This is an optimization exercise on Yosys and OpenROAD, whose aim is small area, not a production implementation. The RTL was checked by simulation tests, not by an equivalence proof against the original design. Power is estimated from default activity; no workload was simulated.

--- flow/run.sh ---
#!/bin/bash
# synth_recipe.tcl (not shown) runs the flow's synth.tcl, then flattens the netlist and writes it again
# the make line also repeats each setting of config.mk as NAME=value (left out here)
make -C /OpenROAD-flow-scripts/flow DESIGN_CONFIG=/design/flow/config.mk WORK_HOME=/design/flow/orfs CLKGATE_MAP_FILE= SYNTH_SCRIPT=/design/flow/synth_recipe.tcl finish
--- flow/constraint.sdc ---
create_clock -name core_clock -period 8.0 [get_ports {rx_pixel_clk}]
set_input_delay 1.6000 -clock core_clock [delete_from_list [all_inputs] [get_ports {rx_pixel_clk}]]
set_output_delay 1.6000 -clock core_clock [all_outputs]
set_load 0.01 [all_outputs]
--- flow/config.mk ---
export PLATFORM = sky130hd
export DESIGN_NAME = frame_decoder_top
export DESIGN_NICKNAME = frame_decoder_top
export VERILOG_FILES = /design/flow/design.v
export SDC_FILE = /design/flow/constraint.sdc
export NUM_CORES = 4
export LEC_CHECK = 0
export CAP_MARGIN = 20
export CORE_MARGIN = 2
export CORE_UTILIZATION = 40
export CTS_CLUSTER_DIAMETER = 70
export CTS_CLUSTER_SIZE = 25
export PLACE_DENSITY = 0.5
export SLEW_MARGIN = 20
--- flow/design.v ---
package frame_decoder_pkg;
    typedef logic [47:0] link_word_t;    
    typedef logic [7:0]  link_byte_t;
    typedef logic [2:0]  byte_cnt_t;     
    localparam int BUF_ENTRY_W = 49;
    localparam link_word_t SOF_WORD   = 48'hEA_FF_99_DE_AD_FF;
    localparam link_word_t EOF_WORD   = 48'hEA_FF_99_DE_AD_AA;
    localparam byte_cnt_t  WORD_BYTES = 3'd6;
endpackage
`timescale 1ns/1ps
module frame_fsm (
    input  logic       rx_pixel_clk,
    input  logic       rst_n,
    input  frame_decoder_pkg::link_word_t in_word,
    input  logic       in_valid,
    input  logic       last_word,
    input  logic       buf_full,
    output logic       load,
    output logic       dec,
    output logic       wr_en,
    output logic [frame_decoder_pkg::BUF_ENTRY_W-1:0] wr_entry,
    output logic       commit,
    output logic       discard
);
    localparam logic [1:0] ST_HUNT = 2'd0, ST_HEADER = 2'd1, ST_PAYLOAD = 2'd2, ST_EOF = 2'd3;
    logic [1:0] state;
    logic [1:0] state_nxt;
    frame_decoder_pkg::byte_cnt_t last_cnt;     
    frame_decoder_pkg::byte_cnt_t hdr_cnt;
    logic [7:0] hdr_mask;
    logic       is_sof;
    logic       is_eof;
    logic       part;
    logic       commit_nxt;
    logic       discard_nxt;
    assign hdr_mask = in_word[15:8];
    assign is_sof   = (in_word == frame_decoder_pkg::SOF_WORD);
    assign is_eof   = (in_word == frame_decoder_pkg::EOF_WORD);
    always_comb begin
        case (hdr_mask)
            8'd1:    hdr_cnt = 3'd1;
            8'd3:    hdr_cnt = 3'd2;
            8'd7:    hdr_cnt = 3'd3;
            8'd15:   hdr_cnt = 3'd4;
            8'd31:   hdr_cnt = 3'd5;
            default: hdr_cnt = frame_decoder_pkg::WORD_BYTES;
        endcase
    end
    assign part     = last_word && (last_cnt != frame_decoder_pkg::WORD_BYTES);
    assign wr_entry = {part, part ? last_cnt : in_word[47:45], in_word[44:0]};
    always_comb begin
        state_nxt   = state;
        load        = 1'b0;
        dec         = 1'b0;
        wr_en       = 1'b0;
        commit_nxt  = 1'b0;
        discard_nxt = 1'b0;
        if (in_valid) begin
            case (state)
                ST_HUNT: begin
                    if (is_sof) state_nxt = ST_HEADER;
                end
                ST_HEADER: begin
                    if (in_word[39:16] == '0) begin
                        state_nxt = ST_EOF;
                    end else begin
                        load      = 1'b1;
                        state_nxt = ST_PAYLOAD;
                    end
                end
                ST_PAYLOAD: begin
                    if (buf_full) begin
                        discard_nxt = 1'b1;      
                        state_nxt   = ST_HUNT;
                    end else begin
                        wr_en = 1'b1;
                        dec   = 1'b1;
                        if (last_word) state_nxt = ST_EOF;
                    end
                end
                default: begin
                    commit_nxt  = is_eof;
                    discard_nxt = !is_eof;
                    state_nxt   = ST_HUNT;
                end
            endcase
        end
    end
    always_ff @(posedge rx_pixel_clk) begin
        if (!rst_n) begin
            state   <= ST_HUNT;
            commit  <= 1'b0;
            discard <= 1'b0;
        end else begin
            state   <= state_nxt;
            commit  <= commit_nxt;
            discard <= discard_nxt;
        end
    end
    always_ff @(posedge rx_pixel_clk) begin
        if (in_valid && state == ST_HEADER) last_cnt <= hdr_cnt;
    end
endmodule
`timescale 1ns/1ps
module word_counter (
    input  logic       rx_pixel_clk,
    input  logic       rst_n,
    input  logic       load,
    input  logic [23:0] load_len,
    input  logic       dec,
    output logic       last_word
);
    logic [6:0] count;
    always_ff @(posedge rx_pixel_clk) begin
        if (load) begin
            count <= (|load_len[23:7]) ? 7'd127 : load_len[6:0];
        end else if (dec) begin
            count <= count - 1'b1;
        end
    end
    assign last_word = (count == 7'd1);
endmodule
`timescale 1ns/1ps
module frame_buffer #(
    parameter int BUF_ADDR_W = 6
) (
    input  logic       rx_pixel_clk,
    input  logic       rst_n,
    input  logic       wr_en,
    input  logic [frame_decoder_pkg::BUF_ENTRY_W-1:0] wr_entry,
    input  logic       commit,
    input  logic       discard,
    input  logic       rd_en,
    output logic       buf_full,
    output logic       rd_avail,
    output logic [frame_decoder_pkg::BUF_ENTRY_W-1:0] rd_entry
);
    localparam int DEPTH = 1 << BUF_ADDR_W;
    localparam int W     = frame_decoder_pkg::BUF_ENTRY_W;
    logic [BUF_ADDR_W:0] wr_ptr;
    logic [BUF_ADDR_W:0] commit_ptr;
    logic [BUF_ADDR_W:0] rd_ptr;
    logic [BUF_ADDR_W:0] used;
    always_ff @(posedge rx_pixel_clk) begin
        if (!rst_n) begin
            wr_ptr     <= '0;
            commit_ptr <= '0;
            rd_ptr     <= '0;
        end else begin
            if (discard) begin
                wr_ptr <= commit_ptr;    
            end else if (wr_en) begin
                wr_ptr <= wr_ptr + 1'b1;
            end
            if (commit) commit_ptr <= wr_ptr;
            if (rd_en) rd_ptr <= rd_ptr + 1'b1;
        end
    end
    assign used     = wr_ptr - rd_ptr;
    assign buf_full = used[BUF_ADDR_W];
    assign rd_avail = (commit_ptr != rd_ptr);
    logic [W-1:0] row [DEPTH];
    logic [DEPTH-1:0] set;
    logic [DEPTH-1:0] rsel;
    always_comb begin
        for (int r = 0; r < DEPTH; r++) begin
            set[r]  = (wr_ptr[BUF_ADDR_W-1:0] == r) && wr_en;
            rsel[r] = (rd_ptr[BUF_ADDR_W-1:0] == r);
        end
    end
    always_ff @(posedge rx_pixel_clk) begin
        for (int r = 0; r < DEPTH; r++) begin
            if (set[r]) row[r] <= wr_entry;
        end
    end
    always_comb begin
        rd_entry = '0;
        for (int r = 0; r < DEPTH; r++) begin
            rd_entry = rd_entry | (row[r] & {W{rsel[r]}});
        end
    end
endmodule
`timescale 1ns/1ps
module byte_unpacker (
    input  logic       rx_pixel_clk,
    input  logic       rst_n,
    input  logic       rd_avail,
    input  logic [frame_decoder_pkg::BUF_ENTRY_W-1:0] rd_entry,
    input  logic       full,
    output logic       rd_en,
    output logic       wr_en,
    output frame_decoder_pkg::link_byte_t wr_byte
);
    frame_decoder_pkg::link_word_t cur_word;
    frame_decoder_pkg::byte_cnt_t  remain;      
    frame_decoder_pkg::byte_cnt_t  rd_cnt;
    logic                          idle;
    assign rd_cnt = rd_entry[48] ? rd_entry[47:45] : frame_decoder_pkg::WORD_BYTES;
    assign idle   = (remain == '0);
    always_comb begin
        wr_byte = '0;
        for (int b = 0; b < 6; b++) begin
            wr_byte = wr_byte | (cur_word[b*8 +: 8] & {8{remain == 3'(b + 1)}});
        end
    end
    assign wr_en = !idle && !full;
    assign rd_en = rd_avail && (idle || (remain == 3'd1 && wr_en));
    always_ff @(posedge rx_pixel_clk) begin
        if (!rst_n) begin
            remain <= '0;
        end else if (rd_en) begin
            remain <= rd_cnt;
        end else if (wr_en) begin
            remain <= remain - 3'd1;
        end
    end
    always_ff @(posedge rx_pixel_clk) begin
        if (rd_en) cur_word <= rd_entry[47:0];
    end
endmodule
`timescale 1ns/1ps
module byte_fifo #(
    parameter int BYTE_ADDR_W = 5
) (
    input  logic       rx_pixel_clk,
    input  logic       rst_n,
    input  logic       wr_en,
    input  frame_decoder_pkg::link_byte_t wr_byte,
    input  logic       byte_rd,
    output logic       full,
    output frame_decoder_pkg::link_byte_t byte_data,
    output logic       byte_empty
);
    localparam int DEPTH = 1 << BYTE_ADDR_W;
    logic [BYTE_ADDR_W:0] wr_ptr;
    logic [BYTE_ADDR_W:0] rd_ptr;
    always_ff @(posedge rx_pixel_clk) begin
        if (!rst_n) begin
            wr_ptr <= '0;
            rd_ptr <= '0;
        end else begin
            if (wr_en) wr_ptr <= wr_ptr + 1'b1;
            if (byte_rd) rd_ptr <= rd_ptr + 1'b1;
        end
    end
    assign byte_empty = (wr_ptr == rd_ptr);
    assign full       = (wr_ptr == {~rd_ptr[BYTE_ADDR_W], rd_ptr[BYTE_ADDR_W-1:0]});
    frame_decoder_pkg::link_byte_t mem [DEPTH];
    logic [DEPTH-1:0] set;
    logic [DEPTH-1:0] rsel;
    always_comb begin
        for (int i = 0; i < DEPTH; i++) begin
            set[i]  = (wr_ptr[BYTE_ADDR_W-1:0] == i) && wr_en;
            rsel[i] = (rd_ptr[BYTE_ADDR_W-1:0] == i);
        end
    end
    always_ff @(posedge rx_pixel_clk) begin
        for (int i = 0; i < DEPTH; i++) begin
            if (set[i]) mem[i] <= wr_byte;
        end
    end
    always_comb begin
        byte_data = '0;
        for (int i = 0; i < DEPTH; i++) begin
            byte_data = byte_data | (mem[i] & {8{rsel[i]}});
        end
    end
endmodule
`timescale 1ns/1ps
module frame_decoder_top #(
    parameter int BUF_ADDR_W  = 6,
    parameter int BYTE_ADDR_W = 5
) (
    input  logic        rx_pixel_clk,
    input  logic        rst_n,
    input  logic [63:0] rx_data,
    input  logic        rx_valid,
    input  logic        byte_rd,
    output frame_decoder_pkg::link_byte_t  byte_data,
    output logic        byte_empty
);
    frame_decoder_pkg::link_word_t in_word;
    logic       load;
    logic       dec;
    logic       last_word;
    logic       buf_wr_en;
    logic [frame_decoder_pkg::BUF_ENTRY_W-1:0] wr_entry;
    logic       commit;
    logic       discard;
    logic       buf_full;
    logic       rd_en;
    logic       rd_avail;
    logic [frame_decoder_pkg::BUF_ENTRY_W-1:0] rd_entry;
    logic       fifo_wr_en;
    frame_decoder_pkg::link_byte_t wr_byte;
    logic       fifo_full;
    assign in_word = {rx_data[7:0], rx_data[15:8], rx_data[23:16],
                      rx_data[31:24], rx_data[39:32], rx_data[47:40]};
    frame_fsm frame_fsm_i (
        .rx_pixel_clk (rx_pixel_clk),
        .rst_n        (rst_n),
        .in_word      (in_word),
        .in_valid     (rx_valid),
        .last_word    (last_word),
        .buf_full     (buf_full),
        .load         (load),
        .dec          (dec),
        .wr_en        (buf_wr_en),
        .wr_entry     (wr_entry),
        .commit       (commit),
        .discard      (discard)
    );
    word_counter word_counter_i (
        .rx_pixel_clk (rx_pixel_clk),
        .rst_n        (rst_n),
        .load         (load),
        .load_len     (in_word[39:16]),
        .dec          (dec),
        .last_word    (last_word)
    );
    frame_buffer #(
        .BUF_ADDR_W (BUF_ADDR_W)
    ) frame_buffer_i (
        .rx_pixel_clk (rx_pixel_clk),
        .rst_n        (rst_n),
        .wr_en        (buf_wr_en),
        .wr_entry     (wr_entry),
        .commit       (commit),
        .discard      (discard),
        .rd_en        (rd_en),
        .buf_full     (buf_full),
        .rd_avail     (rd_avail),
        .rd_entry     (rd_entry)
    );
    byte_unpacker byte_unpacker_i (
        .rx_pixel_clk (rx_pixel_clk),
        .rst_n        (rst_n),
        .rd_avail     (rd_avail),
        .rd_entry     (rd_entry),
        .full         (fifo_full),
        .rd_en        (rd_en),
        .wr_en        (fifo_wr_en),
        .wr_byte      (wr_byte)
    );
    byte_fifo #(
        .BYTE_ADDR_W (BYTE_ADDR_W)
    ) byte_fifo_i (
        .rx_pixel_clk (rx_pixel_clk),
        .rst_n        (rst_n),
        .wr_en        (fifo_wr_en),
        .wr_byte      (wr_byte),
        .byte_rd      (byte_rd),
        .full         (fifo_full),
        .byte_data    (byte_data),
        .byte_empty   (byte_empty)
    );
endmodule
==> run notes, run 1 <==
Synthesis:
- The synthesized design contains 3450 enable-type register cells.
- The number of storage elements in the synthesis netlist is 3490.
- The cell accounting for the most synthesized area is edfxtp_1.
- The XOR/XNOR share of the synthesized area is 0.002547.
- The number of different library cells in the post-synthesis netlist is 79.
- The post-synthesis area per instance is 17.69 um^2.
- For this run, the number of Yosys warnings is 7.
- The portion of the post-synthesis area used by sequential elements is 0.8204.
- After synthesis, the largest family of logic cells by area is compound AO/OA/AOI/OAI gates.
- The share of the synthesized area in compound gates (AO/OA/AOI/OAI) is 0.1027.
- The post-synthesis cell area is 127300 um^2.
- The number of nets in the synthesized netlist is 7294.
- Of the total synthesized cell area, the portion taken by full adders, half adders and majority gates is 0.003146.
- The portion of netlist area occupied by mux cells is 0.001947.
- After synthesis, the cell types taking the most area are edfxtp_1 (81%), a22oi_1 (9.3%), nand2_1 (1.8%).
- The top-area cell type share of the netlist area is 0.8141.
- In the synthesized netlist, the number of instances is 7194.
- Of the total synthesized cell area, the portion taken by AND, OR, NAND and NOR gates is 0.05520.
- The most common flop cell mapped by yosys is edfxtp_1.
- The fraction of registers with async set/reset is 0.

Global route:
- The number of global-route vias before repair came to 72820.
- The total congestion overflow is 0.
- The number of antenna violations at the first check in global routing is 40.
- The first global-routing pass estimated 736.0 mm of wire.
- The total global routing track utilization is 0.3469.
- The largest net degree at the start of global routing is 70.

Floorplan:
- The number of placed I/O pins is 77.
- For this configuration, the core starts out at a cell density of 0.4011.
- The floorplan die height is 568.0 um.
- The die covers 322700 um^2.
- The placement row count is 207.
- Measured along the x axis, the die boundary spans 568.0 um.
- The core region area is 317300 um^2.

Worst setup path:
- The signal on the critical path passes through ha_1 > and3_1 > ha_1 > a222oi_1 > nand4_1 > nor3_1 > nand3_1 > clkdlybuf4s50_1.
- The minimum setup slack among reg-to-reg paths is 3.17 ns.
- STA classifies the critical path startpoint as a flop.
- The cell type of the slowest stage on the worst timing path is a222oi_1.
- The maximum cell stage delay along the critical path is 0.64 ns.
- For the worst flop-to-flop path, the logic depth is 11.
- Following the worst setup path forward leads to its endpoint at byte_data[6].
- The arrival time of data at the critical path endpoint is 4.22 ns.
- The worst reg2reg path startpoint is frame_buffer_i.rd_ptr[0]$_SDFFE_PN0P_.
- By startpoint and endpoint, the worst setup path is classified as reg -> out.
- The most numerous cell on the critical path is ha_1.
- The worst register-to-register path ends at byte_unpacker_i.remain[2]$_SDFFE_PN0P_.
- STA puts the critical path data required time at 6.40 ns.
- The critical path endpoint category is an output port.
- The start point of the critical path is byte_fifo_i.rd_ptr[0]$_SDFFE_PN0P_.
- In this run the worst path has a maximum fanout of 8.

Worst hold path:
- The tightest min-delay check is of the reg -> reg type.
- The cell count of the worst hold path is 2.

CTS:
- TritonCTS built the clock tree.
- In this run, post-CTS repair resized a total of 0 instances.
- The later pin in the worst-skew pair is clocked with a latency of 0.97 ns.
- After clock tree synthesis, the clock-pin slew on the worst setup and hold paths is 0.08 ns.
- CTS saw 3490 sinks.
- CTS built an H-tree with a depth of 4.
- The number of buffers created by CTS is 194.
- The clock root buffer is clkbuf_16.
- The number of setup buffers added after CTS is 0.
- The clock tree buffer depth is 4.
- The count of hold buffers inserted by post-cts repair is 0.

Timing:
- In the final timing run, aggregate negative setup slack is 0 ns.
- Dividing the final minimum period by the clock period gives 0.7280.
- The final-report hold violation count was 0.
- Setup repair after global routing left no endpoint under its margin.
- Setup violations remaining at the end of the flow were counted as 0.
- The highest achievable clock rate is 171.7 MHz.
- After layout, the minimum clock period comes to 5.824 ns.
- The number of pins with negative max-slew slack in the final report came to 0.
- The clock tree skew after final layout is 0.07396 ns.
- In this run the tightest slew margin relative to its limit is 0.1450.
- The post-route worst hold slack is 0.5565 ns.
- The slew of the pin with the lowest slew margin is 1.279 ns.

Layout:
- The library cell used most frequently in the layout, excluding fill and tap cells, is edfxtp_1.
- In the final layout, the share of cells above drive strength 1 is 0.1115.
- In the layout the commonest cells are edfxtp_1 (3450), a22oi_1 (1580), nand2_1 (611).
- The final-layout fill cell count is 27150.
- The area added between synthesis and finish is 11.69%.
- The net count of the finished layout is 7486.
- Summing all flip-flop and latch instances after layout gives 104400 um^2.
- Summing all multi-input logic gate instances after layout gives 22140 um^2.

Power:
- In this run the power density over the cells is 236.0 nW/um^2.
- VDD sags by at most 0.1619 mV.
- The analysis attributes to cell leakage a power of 44.78 nW.

Routing:
- Dividing the detail-routed wire length by the instance count gives 48.73 um.
- Once detail routing completed, the nets flagged for antenna violations numbered 0.
- After detailed routing, the number of vias per cell comes to 6.984.
- The number of iterations in the first detailed-routing pass is 6.
- Wires add up to 570.9 mm.
- The detailed-route DRC error count is 0.
- Detailed routing inserted a total of 81820 vias.
- After the first detailed-routing iteration, the DRC count stood at 17500.

Placed design:
- The number of port buffers is 60.
- The last weighted congestion value of the routability-driven placer is 0.8559.
- The HPWL after detailed placement is 291.8 mm.

Run:
- Max-cap violations in this run came to 0.

Outcome:
- The run finished with no timing, DRC or antenna violations.
[flip-flops by register name, summed over array words and instances, names as in the netlist]
signal	count
word_counter_i.count	7
frame_buffer_i.rd_ptr	7
byte_unpacker_i.remain	3
byte_fifo_i.wr_ptr	6
frame_buffer_i.commit_ptr	7
frame_fsm_i.discard	1
byte_fifo_i.rd_ptr	6
frame_buffer_i.row	3136
byte_fifo_i.mem	256
frame_fsm_i.state	2
frame_buffer_i.wr_ptr	7
frame_fsm_i.last_cnt	3
byte_unpacker_i.cur_word	48
frame_fsm_i.commit	1
[worst min path at each step]
| stage | start | endpoint | slack (ns) |
|---|---|---|---|
| after floorplan | frame_fsm_i.state[1]$_SDFFE_PN0P_ | frame_fsm_i.state[1]$_SDFFE_PN0P_ | 0.48 |
| after global placement | frame_fsm_i.state[1]$_SDFFE_PN0P_ | frame_fsm_i.state[1]$_SDFFE_PN0P_ | 0.53 |
| after detailed placement | frame_fsm_i.state[1]$_SDFFE_PN0P_ | frame_fsm_i.state[1]$_SDFFE_PN0P_ | 0.54 |
| after CTS | frame_buffer_i.commit_ptr[0]$_SDFFE_PN0P_ | frame_buffer_i.commit_ptr[0]$_SDFFE_PN0P_ | 0.56 |
| after global routing | frame_buffer_i.commit_ptr[0]$_SDFFE_PN0P_ | frame_buffer_i.commit_ptr[0]$_SDFFE_PN0P_ | 0.58 |
| final | frame_buffer_i.commit_ptr[0]$_SDFFE_PN0P_ | frame_buffer_i.commit_ptr[0]$_SDFFE_PN0P_ | 0.56 |
[metrics by stage]
step / instance area (um^2) / power, mW / setup WS [ns] / cells / utilization
after global routing: 142100 / 34.20 / 2.032 / 11700 / 0.4478
after CTS: 142000 / 33.48 / 2.115 / 11700 / 0.4477
final: 142100 / 33.54 / 2.176 / 11720 / 0.4480
after global placement: 135500 / 22.15 / 2.570 / 11360 / 0.4269
after floorplan: 127300 / 21.29 / 1.773 / 7194 / -
after detailed placement: 135600 / 22.21 / 2.476 / 11370 / 0.4274
[cell type report]
class,count,area share
Tap cell,4180,0.03680
Clock inverter,118,0.01019
Sequential cell,3490,0.7346
Antenna cell,18,0.0003169
Clock buffer,209,0.03522
Timing Repair Buffer,381,0.02637
Multi-Input combinational cell,3289,0.1558
Inverter,30,0.0007923
[metal layers]
| metal | global-route usage | wire length (um) | up-vias | share of wire |
|---|---|---|---|---|
| met3 | 0.07857 | 79200 | 1323 | 0.14 |
| met5 | 0 | 96 | - | 0.00017 |
| li1 | - | - | 29820 | - |
| met4 | 0.1552 | 32430 | 8 | 0.057 |
| met1 | 0.4815 | 208800 | 43390 | 0.37 |
| met2 | 0.5227 | 250300 | 7276 | 0.44 |
[power by group]
| group | total (mW) | internal [mW] | switching, mW |
|---|---|---|---|
| Sequential | 20.4 | 20.4 | 0.0393 |
| Combinational | 1.40 | 0.294 | 1.11 |
| Clock | 11.7 | 5.23 | 6.48 |
| Total | 33.5 | 25.9 | 7.63 |
[synth_stat cells (3+ instances only)]
master / number
a221oi_1: 19
and3b_1: 7
a2111oi_2: 3
nor4_1: 109
a222oi_1: 19
buf_2: 95
nand3b_1: 15
nor3b_1: 5
a22o_1: 16
mux2i_1: 18
nand2_1: 612
nand3_1: 69
nor2_1: 203
o211ai_1: 4
clkbuf_1: 135
a22oi_1: 1580
a32oi_1: 5
nand2b_1: 14
buf_4: 5
and2_1: 17
a2111oi_0: 12
a31oi_1: 9
buf_6: 11
mux2_2: 6
inv_1: 28
and3_1: 63
nor2b_1: 15
or3b_2: 7
a21oi_1: 22
o21ai_0: 14
dfxtp_1: 40
xnor2_1: 27
buf_1: 137
xor2_1: 10
ha_1: 32
nand4_1: 194
nor3_1: 112
edfxtp_1: 3450
[worst max-delay path: cells and delay by family, from the launching register on]
| kind | cells | cell delay, ns |
|---|---|---|
| AO/OA/AOI/OAI | 1 | 0.64 |
| adder cells (fa/ha/maj) | 2 | 0.61 |
| buffers and inverters | 1 | 0.50 |
| flip-flops | 1 | 0.39 |
| AND/OR/NAND/NOR | 4 | 1.18 |
[logic make-up (layout without fill, tap and decap cells)]
kind of cell    Yosys count  in the layout
compound gates         1731           1731
xor+xnor                 37             37
other cells               0             18
mux                      24             24
fa+ha+maj                32             32
simple gates           1465           1465
flops                  3490           3490
buf+inv                 415            738
==> run 2: changes to the inputs <==
--- a/flow/config.mk
+++ b/flow/config.mk
@@ -11,4 +11,3 @@
 export CTS_CLUSTER_DIAMETER = 70
 export CTS_CLUSTER_SIZE = 25
-export PLACE_DENSITY = 0.5
 export SLEW_MARGIN = 20
==> run notes, run 2 <==
CTS:
- The clock root buffer is clkbuf_16.
- The clock tree buffer depth was 4 (unchanged).
- The number of setup buffers added after CTS is 0 (unchanged).
- The number of gates resized after cts is 0 (unchanged).
- The H-tree depth is 4 (unchanged).
- The clock transition at the register clock pins on the worst setup and hold paths after CTS was 0.09 ns (about the same).
- The number of buffers created by CTS is 176 (-9.3%).
- TritonCTS built the clock tree.
- The clock latency on the worst-skew pair is 0.94 ns (-0.03 ns).
- The TritonCTS sink count was 3490 (unchanged).
- The count of hold buffers inserted by post-cts repair came to 0 (unchanged).

Timing:
- The share of the clock period used by the worst path after layout is 0.7208 (-0.007160).
- The clock tree skew after final layout was 0.1166 ns (+0.04260 ns).
- The final-layout setup total negative slack is 0 ns (unchanged).
- The final-report hold violation count came to 0 (unchanged).
- Setup repair after global routing left no endpoint under its margin.
- The number of pins with negative max-slew slack in the final report is 0 (unchanged).
- The worst-case headroom to the max-slew limit is 0.1411 (-0.003931).
- The highest achievable clock rate is 173.4 MHz (+0.99%).
- The minimum setup slack in the final design is 2.233 ns (+0.05728 ns).
- The post-route minimum period was 5.767 ns (-0.05728 ns).
- The slew of the pin with the lowest slew margin is 1.277 ns (-0.002839 ns).
- The total of endpoints with negative setup slack in the final report was 0 (unchanged).

Floorplan:
- The initial core utilization is 0.4011 (unchanged).
- The area of the die came to 322700 um^2 (unchanged).
- The placement row count was 207 (unchanged).
- The floorplan die height is 568.0 um (unchanged).
- The core region area came to 317300 um^2 (unchanged).
- The number of placed I/O pins is 77 (unchanged).
- The horizontal die dimension came to 568.0 um (unchanged).

Routing:
- The via-per-instance ratio is 7.085 (+1.5%).
- The detailed-route DRC error count is 0 (unchanged).
- The via count came to 82340 (+0.65%).
- The aggregate routed wire length is 532.3 mm (-6.8%).
- The number of violations reported at the end of detailed-routing iteration 0 is 20310 (+16%).
- The number of iterations in the first detailed-routing pass is 8 (+2).
- The detail-routed net length per standard cell is 45.80 um (-6.0%).
- The remaining antenna violation count is 0 (unchanged).

Synthesis:
- The most common cell in the synthesized netlist is edfxtp_1.
- By count the netlist is led by edfxtp_1 (3450), a22oi_1 (1580), nand2_1 (612).
- By area the synthesized netlist is led by edfxtp_1 (81%), a22oi_1 (9.3%), nand2_1 (1.8%).
- For this run, the leading register cell type out of synthesis is edfxtp_1.
- The number of nets in the synthesized netlist is 7294 (unchanged).
- The total of warnings raised by yosys is 7 (unchanged).
- The post-synthesis cell area is 127300 um^2 (unchanged).
- The number of enable-type register cells in the synthesized netlist is 3450 (unchanged).
- The top-area cell type share of the netlist area came to 0.8141 (unchanged).
- The portion of the post-synthesis area used by sequential elements is 0.8204 (unchanged).
- The largest total area in the synthesized netlist belongs to edfxtp_1.
- The post-synthesis area per instance is 17.69 um^2 (unchanged).
- The number of storage elements in the synthesis netlist came to 3490 (unchanged).
- The number of different library cells in the post-synthesis netlist came to 79 (unchanged).
- The gate count of the mapped netlist is 7194 (unchanged).
- The fraction of registers with async set/reset was 0 (unchanged).

Worst setup path:
- The critical path class is reg -> out.
- The arrival time of data at the critical path endpoint is 4.17 ns (-0.05 ns).
- The maximum net fanout on the critical path is 8 (unchanged).
- The startpoint type of the worst setup path is a flop.
- The cell type of the slowest stage on the worst timing path is a222oi_1.
- The maximum cell stage delay along the critical path is 0.70 ns (+0.06 ns).
- Among the stages of the critical path, the cell type that occurs most often is ha_1.
- Walking the worst path, the cells encountered are ha_1 > and3_1 > ha_1 > a222oi_1 > nand4_1 > nor3_1 > nand3_1 > clkdlybuf4s50_1.
- The required time of the critical path is 6.40 ns (about the same).
- The critical path endpoint category is an output port.

Layout:
- The final-layout fill cell count came to 27000 (-0.57%).
- In the layout the commonest cells are edfxtp_1 (3450), a22oi_1 (1580), nand2_1 (611).
- The net total in the final layout is 7449 (-0.49%).
- The fraction of layout instances using a drive strength above 1 is 0.1004 (-0.01106).
- The utilization after layout is 0.4436 (-0.004342).
- The area added between synthesis and finish is 10.61%.
- The library cell used most frequently in the layout, excluding fill and tap cells, is edfxtp_1.
- The number of flip-flops in the largest register is 3136 (unchanged).

Placed design:
- The worst slack at placement was 2.130 ns (-0.3460 ns).
- The last weighted congestion value of the routability-driven placer is 0.9026 (+5.5%).
- The sum of net half-perimeters after detailed placement is 270.3 mm (-7.4%).
- The number of port buffers was 60 (unchanged).

Power:
- The part of the total power dissipated in the clock network is 0.320 (-0.029).
- The cell-internal power came to 25.03 mW (-3.4%).
- The maximum VDD drop was 0.1836 mV (+13%).
- The reported leakage power is 44.05 nW (-1.6%).
- The power per cell area came to 227.4 nW/um^2 (-3.6%).
- The combinational share of power is 0.042 (about the same).
- The relative contribution of sequential cells to total power is 0.638 (+0.029).
- The fraction of power spent switching nets came to 0.2180 (-0.009485).
- The net switching power was 6.978 mW (-8.5%).

Global route:
- The first-pass GRT wire length was 690.8 mm (-6.1%).
- The number of global-route vias before repair is 73500 (+0.94%).
- The total congestion overflow was 0 (unchanged).
- The largest net degree at the start of global routing came to 70 (unchanged).
- The total global routing track utilization is 0.3214 (-0.02555).
- The number of antenna violations at the first check in global routing is 41 (+2.5%).

Worst hold path:
- The kind of path behind the tightest hold check is reg -> reg.

Run:
- The number of maximum-capacitance violations is 0 (unchanged).

Outcome:
- The run finished with no timing, DRC or antenna violations.
==> run 2: power groups by stage <==
stage	registers [mW]	clock network [mW]	logic (mW)
6_report	20.4	10.2	1.34
5_1_grt	20.4	10.7	1.37
4_1_cts	20.4	10.1	1.28
3_5_place_dp	20.9	0	1.28
3_3_place_gp	20.8	0	1.24
2_1_floorplan	20.8	0	0.443
==> run 2: final timing paths <==
kind | start | depth (start not counted) | slack, ns | to
setup reg to reg | frame_buffer_i.rd_ptr[4]$_SDFFE_PN0P_ | 9 | 2.99 | frame_buffer_i.row[32][30]$_DFFE_PP_
hold reg to reg | frame_buffer_i.commit_ptr[6]$_SDFFE_PN0P_ | 2 | 0.56 | frame_buffer_i.commit_ptr[6]$_SDFFE_PN0P_
hold / removal | frame_buffer_i.commit_ptr[6]$_SDFFE_PN0P_ | 2 | 0.56 | frame_buffer_i.commit_ptr[6]$_SDFFE_PN0P_
setup / recovery | byte_fifo_i.rd_ptr[0]$_SDFFE_PN0P_ | 8 | 2.23 | byte_data[4]
==> run 2: stage by stage <==
stage	instances	power [mW]	cell area, um^2	hold WS (ns)
after global routing	11590	32.54	140700	0.5716
after floorplan	7194	21.29	127300	0.4820
final	11620	32.01	140700	0.5573
after detailed placement	11350	22.14	135500	0.5366
after global placement	11340	22.09	135400	0.5146
after CTS	11590	31.86	140600	0.5535
==> run 2: critical path, delay by kind of cell, from the launching register on <==
family	cells	cell delay, ns
AND/OR/NAND/NOR	4	1.11
adder cells (fa/ha/maj)	2	0.60
buffers and inverters	1	0.50
AO/OA/AOI/OAI	1	0.70
flip-flops	1	0.39
==> run 2: logic make-up (layout without fill, tap and decap cells) <==
family	count (synthesis)	after routing	synth area share
multiplexers	24	24	0.001947
other	0	33	0
AND/OR/NAND/NOR	1465	1465	0.05520
AO/OA/AOI/OAI	1731	1731	0.1027
buffers and inverters	415	630	0.01399
flip-flops	3490	3490	0.8204
adder cells (fa/ha/maj)	32	32	0.003146
XOR/XNOR	37	37	0.002547
==> run 2: layout make-up <==
type	count	area (um^2)	share of cell area
Timing Repair Buffer	362	3654	0.02596
Antenna cell	33	82.58	0.0005867
Tap cell	4180	5230	0.03716
Clock inverter	52	650.6	0.004623
Sequential cell	3490	104400	0.7417
Multi-Input combinational cell	3289	22160	0.1574
Inverter	30	112.6	0.0008001
Clock buffer	186	4463	0.03171
==> run 2: routing by layer <==
| metal | part of all wire | wire, um | track usage | vias up |
|---|---|---|---|---|
| met5 | 0.00041 | 218 | 0.002082 | - |
| met2 | 0.43 | 226800 | 0.4678 | 9145 |
| met4 | 0.068 | 36390 | 0.1827 | 20 |
| met3 | 0.18 | 93380 | 0.1084 | 1861 |
| li1 | - | - | - | 29660 |
| met1 | 0.33 | 175500 | 0.4207 | 41660 |
==> run 3: changes to the inputs <==
--- a/flow/config.mk
+++ b/flow/config.mk
@@ -9,5 +9,5 @@
 export CORE_MARGIN = 2
 export CORE_UTILIZATION = 40
-export CTS_CLUSTER_DIAMETER = 70
-export CTS_CLUSTER_SIZE = 25
+export CTS_CLUSTER_DIAMETER = 75
+export CTS_CLUSTER_SIZE = 28
 export SLEW_MARGIN = 20
==> run notes, run 3 <==
Outcome:
- The flow ran to the end and the layout has no timing, DRC or antenna violations.

Global route:
- The number of global-route vias before repair is 73410 (-0.12%).
- The largest net degree at the start of global routing came to 70 (unchanged).
- The total global routing track utilization came to 0.3214 (about the same).
- The first-pass GRT wire length was 691.1 mm (about the same).
- The number of antenna violations at the first check in global routing is 39 (-4.9%).
- The total congestion overflow was 0 (unchanged).

Timing:
- The slew of the pin with the lowest slew margin was 1.362 ns (+0.08508 ns).
- The post-route minimum period is 5.760 ns (-0.007080 ns).
- The number of pins with negative max-slew slack in the final report came to 0 (unchanged).
- The final-report hold violation count is 0 (unchanged).
- The highest achievable clock rate is 173.6 MHz (+0.12%).
- The worst-case headroom to the max-slew limit is 0.08381 (-0.05724).
- The clock tree skew after final layout was 0.1332 ns (+0.01663 ns).
- The post-route worst hold slack came to 0.5581 ns (+0.0007790 ns).
- The minimum setup slack in the final design is 2.240 ns (+0.007080 ns).
- The share of the clock period used by the worst path after layout is 0.7200 (-0.0008850).
- The final-layout setup total negative slack is 0 ns (unchanged).
- The total of endpoints with negative setup slack in the final report is 0 (unchanged).
- Setup repair after global routing left no endpoint under its margin.

Layout:
- The net total in the final layout is 7435 (-0.19%).
- The area added between synthesis and finish is 10.39%.
- In the layout the commonest cells are edfxtp_1 (3450), a22oi_1 (1580), nand2_1 (611).
- The fraction of layout instances using a drive strength above 1 is 0.09959 (-0.0008238).
- The number of flip-flops in the largest register is 3136 (unchanged).
- The library cell used most frequently in the layout, excluding fill and tap cells, is edfxtp_1.

Placed design:
- The worst slack at placement is 2.130 ns (unchanged).
- The sum of net half-perimeters after detailed placement is 270.3 mm (unchanged).
- The last weighted congestion value of the routability-driven placer was 0.9026 (unchanged).
- The number of port buffers came to 60 (unchanged).

Synthesis:
- The number of nets in the synthesized netlist is 7294 (unchanged).
- The most frequently used cell type in the post-synthesis netlist is edfxtp_1.
- The number of storage elements in the synthesis netlist came to 3490 (unchanged).
- The number of different library cells in the post-synthesis netlist is 79 (unchanged).
- The post-synthesis cell area is 127300 um^2 (unchanged).
- The number of enable-type register cells in the synthesized netlist is 3450 (unchanged).
- The top-area cell type share of the netlist area is 0.8141 (unchanged).
- For this run, the leading register cell type out of synthesis is edfxtp_1.
- The fraction of registers with async set/reset was 0 (unchanged).
- By area the synthesized netlist is led by edfxtp_1 (81%), a22oi_1 (9.3%), nand2_1 (1.8%).
- By count the netlist is led by edfxtp_1 (3450), a22oi_1 (1580), nand2_1 (612).
- The gate count of the mapped netlist is 7194 (unchanged).
- The cell accounting for the most synthesized area is edfxtp_1.
- The post-synthesis area per instance was 17.69 um^2 (unchanged).
- The total of warnings raised by yosys came to 7 (unchanged).
- The portion of the post-synthesis area used by sequential elements is 0.8204 (unchanged).

Routing:
- The via count is 81900 (-0.54%).
- The detailed-route DRC error count is 0 (unchanged).
- The aggregate routed wire length is 532.5 mm (about the same).
- The detail-routed net length per standard cell is 45.91 um (+0.24%).
- The number of violations reported at the end of detailed-routing iteration 0 was 19780 (-2.6%).
- The via-per-instance ratio is 7.060 (-0.35%).
- The remaining antenna violation count is 0 (unchanged).
- The number of iterations in the first detailed-routing pass is 9 (+1).

CTS:
- The number of gates resized after cts is 0 (unchanged).
- The count of hold buffers inserted by post-cts repair is 0 (unchanged).
- The TritonCTS clock tree is yes.
- The H-tree depth was 4 (unchanged).
- The clock latency on the worst-skew pair is 0.97 ns (+0.03 ns).
- The clock transition at the register clock pins on the worst setup and hold paths after CTS is 0.10 ns (about the same).
- The TritonCTS sink count is 3490 (unchanged).
- The clock tree buffer depth was 4 (unchanged).
- The number of setup buffers added after CTS was 0 (unchanged).
- The clock root buffer is clkbuf_16.
- The number of buffers created by CTS was 162 (-8.0%).

Worst setup path:
- The worst setup path is launched from a flop.
- The maximum net fanout on the critical path was 8 (unchanged).
- STA classifies the critical path endpoint as an output port.
- The endpoint identified for the worst register-to-register timing path is frame_buffer_i.row[32][37]$_DFFE_PP_.
- The minimum setup slack among reg-to-reg paths came to 2.99 ns (about the same).
- The arrival time of data at the critical path endpoint was 4.16 ns (about the same).
- The depth of the most critical reg-to-reg path is 9 (unchanged).
- The setup path with the least slack is of type reg -> out.
- The startpoint identified for the worst register-to-register timing path is frame_buffer_i.rd_ptr[4]$_SDFFE_PN0P_.
- The required time of the critical path is 6.40 ns (about the same).

Power:
- The reported leakage power is 43.92 nW (-0.30%).
- The maximum VDD drop is 0.1871 mV (+1.9%).
- The power per cell area was 225.8 nW/um^2 (-0.70%).

Floorplan:
- The area of the die is 322700 um^2 (unchanged).
- The number of placed I/O pins is 77 (unchanged).
- The horizontal die dimension is 568.0 um (unchanged).
- The core region area is 317300 um^2 (unchanged).
- The floorplan die height is 568.0 um (unchanged).
- The placement row count came to 207 (unchanged).
- The initial core utilization came to 0.4011 (unchanged).

Worst hold path:
- The cell count of the worst hold path is 2 (unchanged).
- The kind of path behind the tightest hold check is reg -> reg.
- The startpoint identified for the worst hold timing path is frame_buffer_i.commit_ptr[6]$_SDFFE_PN0P_.
- The endpoint of the worst hold-timing path is frame_buffer_i.commit_ptr[6]$_SDFFE_PN0P_.

Run:
- The number of maximum-capacitance violations is 0 (unchanged).
run 3: critical path, cell delays in order (launching register included):
cell,delay (ns)
dfxtp_1,0.39
ha_1,0.28
and3_1,0.22
ha_1,0.32
a222oi_1,0.73
nand4_1,0.23
nor3_1,0.49
nand3_1,0.14
clkdlybuf4s50_1,0.50
run 3: how the worst max path moves through the flow:
| stage | startpoint | to | depth (start not counted) |
|---|---|---|---|
| 4_1_cts | byte_fifo_i.rd_ptr[0]$_SDFFE_PN0P_ | byte_data[4] | 8 |
| 3_3_place_gp | rx_valid | frame_buffer_i.row[37][16]$_DFFE_PP_ | 7 |
| 6_report | byte_fifo_i.rd_ptr[0]$_SDFFE_PN0P_ | byte_data[4] | 8 |
| 2_1_floorplan | rx_valid | frame_buffer_i.row[15][0]$_DFFE_PP_ | 6 |
| 3_5_place_dp | rx_valid | frame_buffer_i.row[32][37]$_DFFE_PP_ | 7 |
| 5_1_grt | byte_fifo_i.rd_ptr[0]$_SDFFE_PN0P_ | byte_data[4] | 8 |
run 3: kinds of logic (layout without fill, tap and decap cells):
group                    after synthesis  after routing  synth area share
flip-flops                          3490           3490            0.8204
adder cells (fa/ha/maj)               32             32          0.003146
buffers and inverters                415            621           0.01399
AND/OR/NAND/NOR                     1465           1465           0.05520
AO/OA/AOI/OAI                       1731           1731            0.1027
multiplexers                          24             24          0.001947
other                                  0             20                 0
XOR/XNOR                              37             37          0.002547
run 3: stage by stage:
step | cells | total power, mW | cell area [um^2] | utilization
6_report | 11600 | 31.72 | 140500 | 0.4427
5_1_grt | 11580 | 32.25 | 140400 | 0.4426
4_1_cts | 11580 | 31.57 | 140400 | 0.4425
3_5_place_dp | 11350 | 22.14 | 135500 | 0.4271
3_3_place_gp | 11340 | 22.09 | 135400 | 0.4268
2_1_floorplan | 7194 | 21.29 | 127300 | -
run 3: power by group:
part           total [mW]  internal [mW]  leakage, nW  switching [mW]
clock network        9.94           4.11         2.37            5.83
logic                1.35          0.259         10.0            1.09
registers            20.4           20.4         31.6          0.0402
run 3: layout make-up:
cell class / count / area (um^2)
fillers: 27030 / 176800
flip-flops and latches: 3490 / 104400
repair buffers: 362 / 3654
clock buffers: 171 / 4151
diodes: 20 / 50.05
well taps: 4180 / 5230
clock inverters: 58 / 713.2
multi-input cells: 3289 / 22160
inverters: 30 / 112.6
run 3: routing by layer:
layer | vias up | wire, um | track usage
met5 | - | 465 | 0
met1 | 41440 | 175800 | 0.4195
met3 | 1843 | 93430 | 0.1123
li1 | 29620 | - | -
met2 | 8956 | 224500 | 0.4660
met4 | 42 | 38270 | 0.1840
==> run 4: changes to the inputs <==
--- a/flow/design.v
+++ b/flow/design.v
@@ -160,24 +160,9 @@
     assign buf_full = used[BUF_ADDR_W];
     assign rd_avail = (commit_ptr != rd_ptr);
-    logic [W-1:0] row [DEPTH];
-    logic [DEPTH-1:0] set;
-    logic [DEPTH-1:0] rsel;
-    always_comb begin
-        for (int r = 0; r < DEPTH; r++) begin
-            set[r]  = (wr_ptr[BUF_ADDR_W-1:0] == r) && wr_en;
-            rsel[r] = (rd_ptr[BUF_ADDR_W-1:0] == r);
-        end
-    end
+    logic [W-1:0] mem [0:DEPTH-1];
     always_ff @(posedge rx_pixel_clk) begin
-        for (int r = 0; r < DEPTH; r++) begin
-            if (set[r]) row[r] <= wr_entry;
-        end
-    end
-    always_comb begin
-        rd_entry = '0;
-        for (int r = 0; r < DEPTH; r++) begin
-            rd_entry = rd_entry | (row[r] & {W{rsel[r]}});
-        end
+        if (wr_en) mem[wr_ptr[BUF_ADDR_W-1:0]] <= wr_entry;
     end
+    assign rd_entry = mem[rd_ptr[BUF_ADDR_W-1:0]];
 endmodule
 `timescale 1ns/1ps
@@ -247,23 +232,8 @@
     assign full       = (wr_ptr == {~rd_ptr[BYTE_ADDR_W], rd_ptr[BYTE_ADDR_W-1:0]});
     frame_decoder_pkg::link_byte_t mem [DEPTH];
-    logic [DEPTH-1:0] set;
-    logic [DEPTH-1:0] rsel;
-    always_comb begin
-        for (int i = 0; i < DEPTH; i++) begin
-            set[i]  = (wr_ptr[BYTE_ADDR_W-1:0] == i) && wr_en;
-            rsel[i] = (rd_ptr[BYTE_ADDR_W-1:0] == i);
-        end
-    end
     always_ff @(posedge rx_pixel_clk) begin
-        for (int i = 0; i < DEPTH; i++) begin
-            if (set[i]) mem[i] <= wr_byte;
-        end
-    end
-    always_comb begin
-        byte_data = '0;
-        for (int i = 0; i < DEPTH; i++) begin
-            byte_data = byte_data | (mem[i] & {8{rsel[i]}});
-        end
+        if (wr_en) mem[wr_ptr[BYTE_ADDR_W-1:0]] <= wr_byte;
     end
+    assign byte_data = mem[rd_ptr[BYTE_ADDR_W-1:0]];
 endmodule
 `timescale 1ns/1ps
--- a/flow/config.mk
+++ b/flow/config.mk
@@ -9,5 +9,5 @@
 export CORE_MARGIN = 2
 export CORE_UTILIZATION = 40
-export CTS_CLUSTER_DIAMETER = 75
-export CTS_CLUSTER_SIZE = 28
+export CTS_CLUSTER_DIAMETER = 70
+export CTS_CLUSTER_SIZE = 25
 export SLEW_MARGIN = 20
==> run notes, run 4 <==
Outcome:
- The run finished with no timing, DRC or antenna violations.

CTS:
- The clock tree buffer depth is 4 (unchanged).
- The number of setup buffers added after CTS is 0 (unchanged).
- The clock root buffer is clkbuf_16.
- The TritonCTS sink count was 3501 (+0.32%).
- TritonCTS built the clock tree.
- The number of buffers created by CTS is 177 (+9.3%).
- The H-tree depth is 4 (unchanged).
- The number of gates resized after cts came to 0 (unchanged).
- The clock latency on the worst-skew pair is 0.93 ns (-0.04 ns).
- The clock transition at the register clock pins on the worst setup and hold paths after CTS was 0.10 ns (about the same).
- The count of hold buffers inserted by post-cts repair is 0 (unchanged).

Synthesis:
- Counting instances in the post-synthesis netlist gives the leading cell types as edfxtp_1 (3450), mux4_2 (1078), clkbuf_1 (144).
- The number of nets in the synthesized netlist was 5507 (-24%).
- The post-synthesis area per instance is 24.67 um^2 (+39%).
- The number of enable-type register cells in the synthesized netlist is 3450 (unchanged).
- The share of the synthesized area in compound gates (AO/OA/AOI/OAI) was 0.006616 (-0.09612).
- The portion of the post-synthesis area used by sequential elements was 0.7825 (-0.03796).
- Yosys instantiated no cell more often than edfxtp_1.
- The gate count of the mapped netlist was 5420 (-25%).
- The number of different library cells in the post-synthesis netlist was 51 (-35%).
- The fraction of registers with async set/reset was 0 (unchanged).
- The post-synthesis cell area was 133700 um^2 (+5.1%).
- The simple-gate share of the synthesized area is 0.01110 (-0.04410).
- The cell accounting for the most synthesized area is edfxtp_1.
- The dominant combinational cell family by area after synthesis is multiplexers.
- The post-synthesis adder-cell area fraction was 0.001778 (-0.001368).
- The most common flop cell mapped by yosys is edfxtp_1.
- By area the synthesized netlist is led by edfxtp_1 (77%), mux4_2 (18%), dfxtp_1 (0.76%).
- The total of warnings raised by yosys is 5 (-2).
- The top-area cell type share of the netlist area is 0.7748 (-0.03930).
- The number of storage elements in the synthesis netlist is 3501 (+0.32%).
- The portion of netlist area occupied by mux cells came to 0.1857 (+0.1838).
- The XOR/XNOR share of the synthesized area came to 0.002424 (-0.0001229).

Floorplan:
- The number of placed I/O pins is 77 (unchanged).
- The horizontal die dimension is 582.2 um (+2.5%).
- The placement row count was 212 (+2.4%).
- The initial core utilization is 0.4013 (about the same).
- The area of the die came to 338900 um^2 (+5.0%).
- The floorplan die height is 582.2 um (+2.5%).
- The core region area is 333200 um^2 (+5.0%).

Worst hold path:
- The cell count of the worst hold path came to 2 (unchanged).
- The worst hold path begins at byte_fifo_i.wr_ptr[5]$_SDFFE_PN0P_.
- The endpoint of the worst hold-timing path is byte_fifo_i.wr_ptr[5]$_SDFFE_PN0P_.
- The kind of path behind the tightest hold check is reg -> reg.

Timing:
- The worst-case headroom to the max-slew limit is 0.2696 (+0.1858).
- The slew of the pin with the lowest slew margin is 1.096 ns (-0.2662 ns).
- The clock tree skew after final layout is 0.09345 ns (-0.03974 ns).
- The highest achievable clock rate is 170.6 MHz (-1.7%).
- Setup repair after global routing left no endpoint under its margin.
- The final-layout setup total negative slack is 0 ns (unchanged).
- The minimum setup slack in the final design is 2.140 ns (-0.1004 ns).
- The number of pins with negative max-slew slack in the final report is 0 (unchanged).
- The post-route minimum period is 5.860 ns (+0.1004 ns).
- The share of the clock period used by the worst path after layout was 0.7325 (+0.01255).
- The post-route worst hold slack came to 0.5315 ns (-0.02659 ns).
- The final-report hold violation count is 0 (unchanged).
- The total of endpoints with negative setup slack in the final report is 0 (unchanged).

Routing:
- The via-per-instance ratio is 5.892 (-17%).
- The via count came to 59560 (-27%).
- The remaining antenna violation count is 0 (unchanged).
- The number of iterations in the first detailed-routing pass is 6 (-3).
- The aggregate routed wire length was 337.0 mm (-37%).
- The number of violations reported at the end of detailed-routing iteration 0 is 7836 (-60%).
- The detail-routed net length per standard cell is 33.34 um (-27%).
- The detailed-route DRC error count is 0 (unchanged).

Global route:
- The largest net degree at the start of global routing was 140 (+100%).
- The first-pass GRT wire length came to 472.6 mm (-32%).
- The total congestion overflow was 0 (unchanged).
- The total global routing track utilization is 0.1973 (-0.1242).
- The number of antenna violations at the first check in global routing came to 28 (-28%).
- The number of global-route vias before repair is 59900 (-18%).

Placed design:
- The worst slack at placement is 2.158 ns (+0.02763 ns).
- The number of cells after detailed placement is 9812 (-14%).
- The last weighted congestion value of the routability-driven placer was 0.8139 (-9.8%).
- The number of port buffers is 60 (unchanged).
- The cell area after placement came to 141300 um^2 (+4.2%).
- The sum of net half-perimeters after detailed placement came to 198.3 mm (-27%).

Layout:
- Relative to the synthesized area, the layout overhead comes to 9.787%.
- Leaving out fill and tap cells, the most frequent cell in the layout is edfxtp_1.
- The fraction of layout instances using a drive strength above 1 is 0.3001 (+0.2005).
- The number of flip-flops in the largest register is 3136 (unchanged).
- The net total in the final layout was 5695 (-23%).
- The utilization after layout is 0.4406 (-0.002143).
- The final-layout fill cell count is 27670 (+2.4%).
- The post-route non-filler standard cell count is 10110 (-13%).
- In the layout the commonest cells are edfxtp_1 (3450), mux4_2 (1078), clkbuf_16 (180).
- The final instance area came to 146800 um^2 (+4.5%).

Worst setup path:
- In this run the critical register-to-register path is launched from frame_buffer_i.wr_ptr[3]$_SDFFE_PN0P_.
- STA classifies the critical path endpoint as an output port.
- The critical path is of the reg -> out type.
- The arrival time of data at the critical path endpoint was 4.26 ns (+0.10 ns).
- The maximum net fanout on the critical path is 41 (+33).
- The startpoint type of the worst setup path is a flop.
- The minimum setup slack among reg-to-reg paths is 3.23 ns (+0.24 ns).
- The required time of the critical path is 6.40 ns (about the same).
- The endpoint identified for the worst register-to-register timing path is frame_buffer_i.mem[46][36]$_DFFE_PP_.
- The depth of the most critical reg-to-reg path was 10 (+1).

Run:
- The number of maximum-capacitance violations is 0 (unchanged).

Power:
- The reported leakage power is 42.06 nW (-4.2%).
- The post-layout total power is 32.18 mW (+1.4%).
- The power per cell area is 219.2 nW/um^2 (-2.9%).
- The maximum VDD drop is 0.2003 mV (+7.0%).
[run 4: layout make-up]
| class | count | area (um^2) | area share |
|---|---|---|---|
| clock inverters | 73 | 803.3 | 0.005472 |
| flip-flops and latches | 3501 | 104600 | 0.7129 |
| repair buffers | 290 | 2799 | 0.01907 |
| well taps | 4387 | 5489 | 0.03739 |
| clock buffers | 210 | 4636 | 0.03158 |
| multi-input cells | 1619 | 28330 | 0.1930 |
| diodes | 8 | 20.02 | 0.0001364 |
| inverters | 19 | 71.32 | 0.0004858 |
[run 4: cell families after synthesis]
group,after synthesis
compound gates,132
mux,1130
flops,3501
buf+inv,300
simple gates,301
fa+ha+maj,19
xor+xnor,37
[run 4: worst max-delay path by stage]
stage | from | to | slack (ns) | cells past startpoint
6_report | flop | byte_data[6] | 2.14 | 5
5_1_grt | flop | byte_data[1] | 1.85 | 5
4_1_cts | flop | byte_data[6] | 1.96 | 5
3_5_place_dp | rx_valid | frame_buffer_i.mem[46][30]$_DFFE_PP_ | 2.16 | 6
3_3_place_gp | rx_valid | frame_buffer_i.mem[32][10]$_DFFE_PP_ | 1.79 | 6
2_1_floorplan | rx_valid | frame_buffer_i.mem[63][0]$_DFFE_PP_ | 0.39 | 5
[run 4: power breakdown]
| part | switching (mW) | internal, mW | total (mW) | leakage, nW |
|---|---|---|---|---|
| registers | 0.0433 | 20.4 | 20.5 | 31.3 |
| clock network | 5.81 | 4.51 | 10.3 | 2.64 |
| logic | 1.01 | 0.365 | 1.37 | 8.08 |
| total | 6.87 | 25.3 | 32.2 | 42.1 |
[run 4: layer usage]
layer  vias to the layer above  global-route usage  wire length [um]
met1                     32980              0.2780            136700
met5                         -                   0                57
li1                      23750                   -                 -
met2                      2435              0.3256            166500
met3                       383             0.02687             23870
met4                        10             0.05091              9874
[run 4: worst max-delay path, stage by stage (launching register included)]
cell and delay, ns:
dfxtp_4 0.91, buf_4 0.56, mux4_2 0.60, mux4_2 0.51
mux2_2 0.31, clkdlybuf4s50_1 0.48

## separate check: timing with driven ports
How much do the figures lean on ideal ports? The routed layouts below were timed once more, with nothing changed but the port constraints. Step 1 (the two cells are an assumption about what drives the block):
set clk [get_ports {rx_pixel_clk}]
set_driving_cell -lib_cell sky130_fd_sc_hd__clkbuf_16 $clk
set_driving_cell -lib_cell sky130_fd_sc_hd__buf_2 [delete_from_list [all_inputs] $clk]
Step 2 adds t to the input delays and takes it off the output delays; t is the mean of the earliest and latest rising clock arrival at the registers after step 1. Input paths then give back, and output paths get back, about the clock's delay inside the block. Three values: no drivers, after step 1, after step 2; two values: the first two.
| run | t (ns) | setup WS [ns] | hold slack, ns | worst register clock-pin slew, ns | worst slew at a driven data input, ns |
|---|---|---|---|---|---|
| run 1 | 1.035 | 2.176 / 2.071 / 2.297 | 0.556 / 0.556 / 0.556 | 0.11 / 0.11 | 0.24 |
| run 2 | 0.986 | 2.233 / 2.128 / 1.935 | 0.557 / 0.557 / 0.557 | 0.11 / 0.11 | 0.26 |
| run 3 | 1.005 | 2.240 / 2.134 / 1.883 | 0.558 / 0.558 / 0.558 | 0.11 / 0.11 | 0.26 |
| run 4 | 0.979 | 2.140 / 2.038 / 1.809 | 0.531 / 0.531 / 0.531 | 0.10 / 0.10 | 0.25 |
After both steps every run listed still meets setup and hold. The setup slack of run 3, which loses most, moves by -0.106 ns with the drivers and by -0.357 ns with both steps.
